From an optimization exercise on the open Yosys and OpenROAD flow, aimed at small area, a short achievable clock period and few clock cycles; shortcuts taken in it are not production practice. In this exercise RTL edits were held to simulation tests only and were not proved equivalent to the original.

03-07:
## id_range_scanner
module id_range_scanner (
    input  logic               clk,
    input  logic               reset,
    input  logic               start,
    input  logic [79:0]        range_in,
    output logic               busy,
    output logic               done,
    output logic [63:0]        sum,
    output logic [39:0]        invalid_count
);
    localparam int SW = 59;
    localparam int CW = 20;
    localparam int HW = 43;
    typedef enum logic [2:0] {
        S_IDLE, S_CONV, S_SCAN, S_TERM, S_HORN, S_MULT
    } st_t;
    st_t           state;
    logic          accept;
    logic          empty;
    logic          cl_h, cl_l, ln_h, ln_l;
    logic          first;
    logic          second;
    logic [SW-1:0] acc_sum;
    logic [CW-1:0] acc_cnt;
    assign sum           = {{(64 - SW){1'b0}}, acc_sum};
    assign invalid_count = {{(40 - CW){1'b0}}, acc_cnt};
    logic [3:0]  dh, dl, dh_now, dl_now;
    logic        fin_h, fin_l;
    logic [19:0] h0, l0;
    logic [13:0] h1, l1;
  ...
clock: 4.2 ns
lec_check: 0
abc_area: 1
cap_margin: 20
core_margin: 2
core_utilization: 45
setup_slack_margin: 0.1
slew_margin: 20
run.sh (not shown) runs the stock make flow with config.mk's settings and CLKGATE_MAP_FILE= SYNTH_SCRIPT=/design/flow/synth_recipe.tcl, a recipe that flattens the netlist after the stock synthesis.
Testbench counts of 03-07, summed over its fixed seeds: cycles 3,711.
For 07-09, these inputs were changed with respect to 03-07:
--- a/flow/design.v
+++ b/flow/design.v
@@ -413,37 +413,28 @@
         bl_c = it_el ? sl : pw10m1(p_c - 3'd1);
         fh_c = it_eh && ffh;
         fl_c = it_el && ffl;
     end
     logic        zero_c;
     logic [20:0] nsv_c, ncv_c;
     logic [21:0] ssv_c, scv_c;
     always_comb begin
         logic [127:0] cs;
         logic [20:0]  nbl;
         logic [1:0]   kn;
         logic [21:0]  ks;
-        logic [19:0]  x1, y1, x2, y2;
-        logic         eq0, p1, m1;
-        x1     = bh_c;
-        y1     = ~bl_c;
-        x2     = bl_c;
-        y2     = ~bh_c;
-        eq0    = (bh_c == bl_c);
-        p1     = ((x1 ^ y1) == {(x1[18:0] | y1[18:0]), 1'b0});
-        m1     = ((x2 ^ y2) == {(x2[18:0] | y2[18:0]), 1'b0});
-        zero_c = (fh_c == fl_c) ? eq0 : fh_c ? p1 : m1;
         nbl    = ~{1'b0, bl_c};
         kn     = 2'd1 - 2'(fh_c) + 2'(fl_c);
         cs     = id_range_pkg::csa(64'(bh_c), 64'(nbl), 64'(kn));
+        zero_c = ((cs[20:0] ^ {cs[83:64], 1'b0}) == ({cs[19:0], 1'b0} | {cs[82:64], 2'b00}));
         nsv_c  = cs[20:0];
         ncv_c  = {cs[83:64], 1'b0};
         ks     = it_neg ? 22'd1 + 22'(fh_c) + 22'(fl_c) : 22'd1 - 22'(fh_c) - 22'(fl_c);
         cs     = id_range_pkg::csa(64'({2'b00, bh_c} ^ {22{it_neg}}), 64'({2'b00, bl_c} ^ {22{it_neg}}),
                                    64'(ks));
         ssv_c  = cs[21:0];
         scv_c  = {cs[84:64], 1'b0};
     end
     always_comb begin
         if (2'(tj + 2'd1) < nterms(td)) begin
             nx_d = td;
             nx_j = tj + 2'd1;
@@ -489,25 +480,25 @@
         r        = id_range_pkg::add_sk(64'(cs[HW-1:0]), 64'({cs[64+HW-2:64], 1'b0}), 1'b0);
         horner   = r[HW-1:0];
         r        = id_range_pkg::add_bk(64'(acc_cnt), 64'(cadd), neg);
         cnt_next = r[CW-1:0];
         r        = id_range_pkg::add_sk(64'(acc_sum), 64'(y), 1'b0);
         sum_next = r[SW-1:0];
     end
     assign mult_last = (state == S_MULT) && (n_r[19:1] == 19'd0);
     assign free      = (state == S_TERM) || mult_last;
     assign take      = pend && free;
     assign pick      = ((state == S_TERM) || (state == S_HORN) || (state == S_MULT))
                        && (!pend || take) && more;
-    assign fin_now   = free && !pend && (!more || (zero_c && !nx_more));
+    assign fin_now   = free && !pend && !more;
     always_ff @(posedge clk or posedge reset) begin
         if (reset) begin
             state <= S_IDLE;
             busy  <= 1'b0;
             done  <= 1'b0;
         end else begin
             done <= 1'b0;
             case (state)
                 S_IDLE: begin
                     if (start) begin
                         busy  <= 1'b1;
                         state <= empty ? S_TERM : (ln_h && ln_l) ? S_SCAN : S_CONV;
==> comparison <==
- The core of 07-09 is less densely filled than that of 03-07.
- Between 07-09 and 03-07, the die outline width figures differ only marginally.
- In 07-09 relative to 03-07, wire length on met2 had gone down slightly.
- 07-09 ends up with lower mean cell area of the mapped netlist than 03-07 does.
- Class of the tightest hold or removal check: primary input to async pin -> 03-07, flop to flop -> 07-09
- In the flow results for 03-07 and 07-09, the global-route wire length before repair is smaller on 07-09.
- Diff 03-07 -> 07-09: multi-input combinational cell count went up 76, worst max-slew margin expressed relative to the limit shows an increase of 1.1 points, cell area after placement dropped 840 um2, via count went down.
Testbench counts of 07-09, summed over its fixed seeds: cycles 3,826.

==> port drivers added, routing unchanged <==
How much do the figures lean on ideal ports? The routed layouts below were timed once more, with nothing changed but the port constraints.
Step 1 assumes that a clkbuf_16 drives the clock port and a buf_2 every other input.
Step 2 times the ports against the registers' clock, not the clock port: input delays grow and output delays shrink by t, the midpoint of the rising clock arrivals with the driver on.
Slacks: no drivers / after step 1 / after step 2; pairs: no drivers / after step 1.
run | t, ns | slack for setup (ns) | hold slack, ns | worst register clock-pin slew, ns
03-07 | 0.741 | 0.169 / 0.169 / -0.306 | 0.427 / 0.370 / 0.428 | 0.07 / 0.07
07-09 | 0.716 | 0.141 / 0.141 / -0.367 | 0.420 / 0.420 / 0.420 | 0.07 / 0.07
Met with ideal ports but missed after step 2: setup timing in 03-07 and 07-09. For 07-09, which loses most, drivers alone change the setup slack by 0.000 ns; drivers and shift together by -0.508 ns.
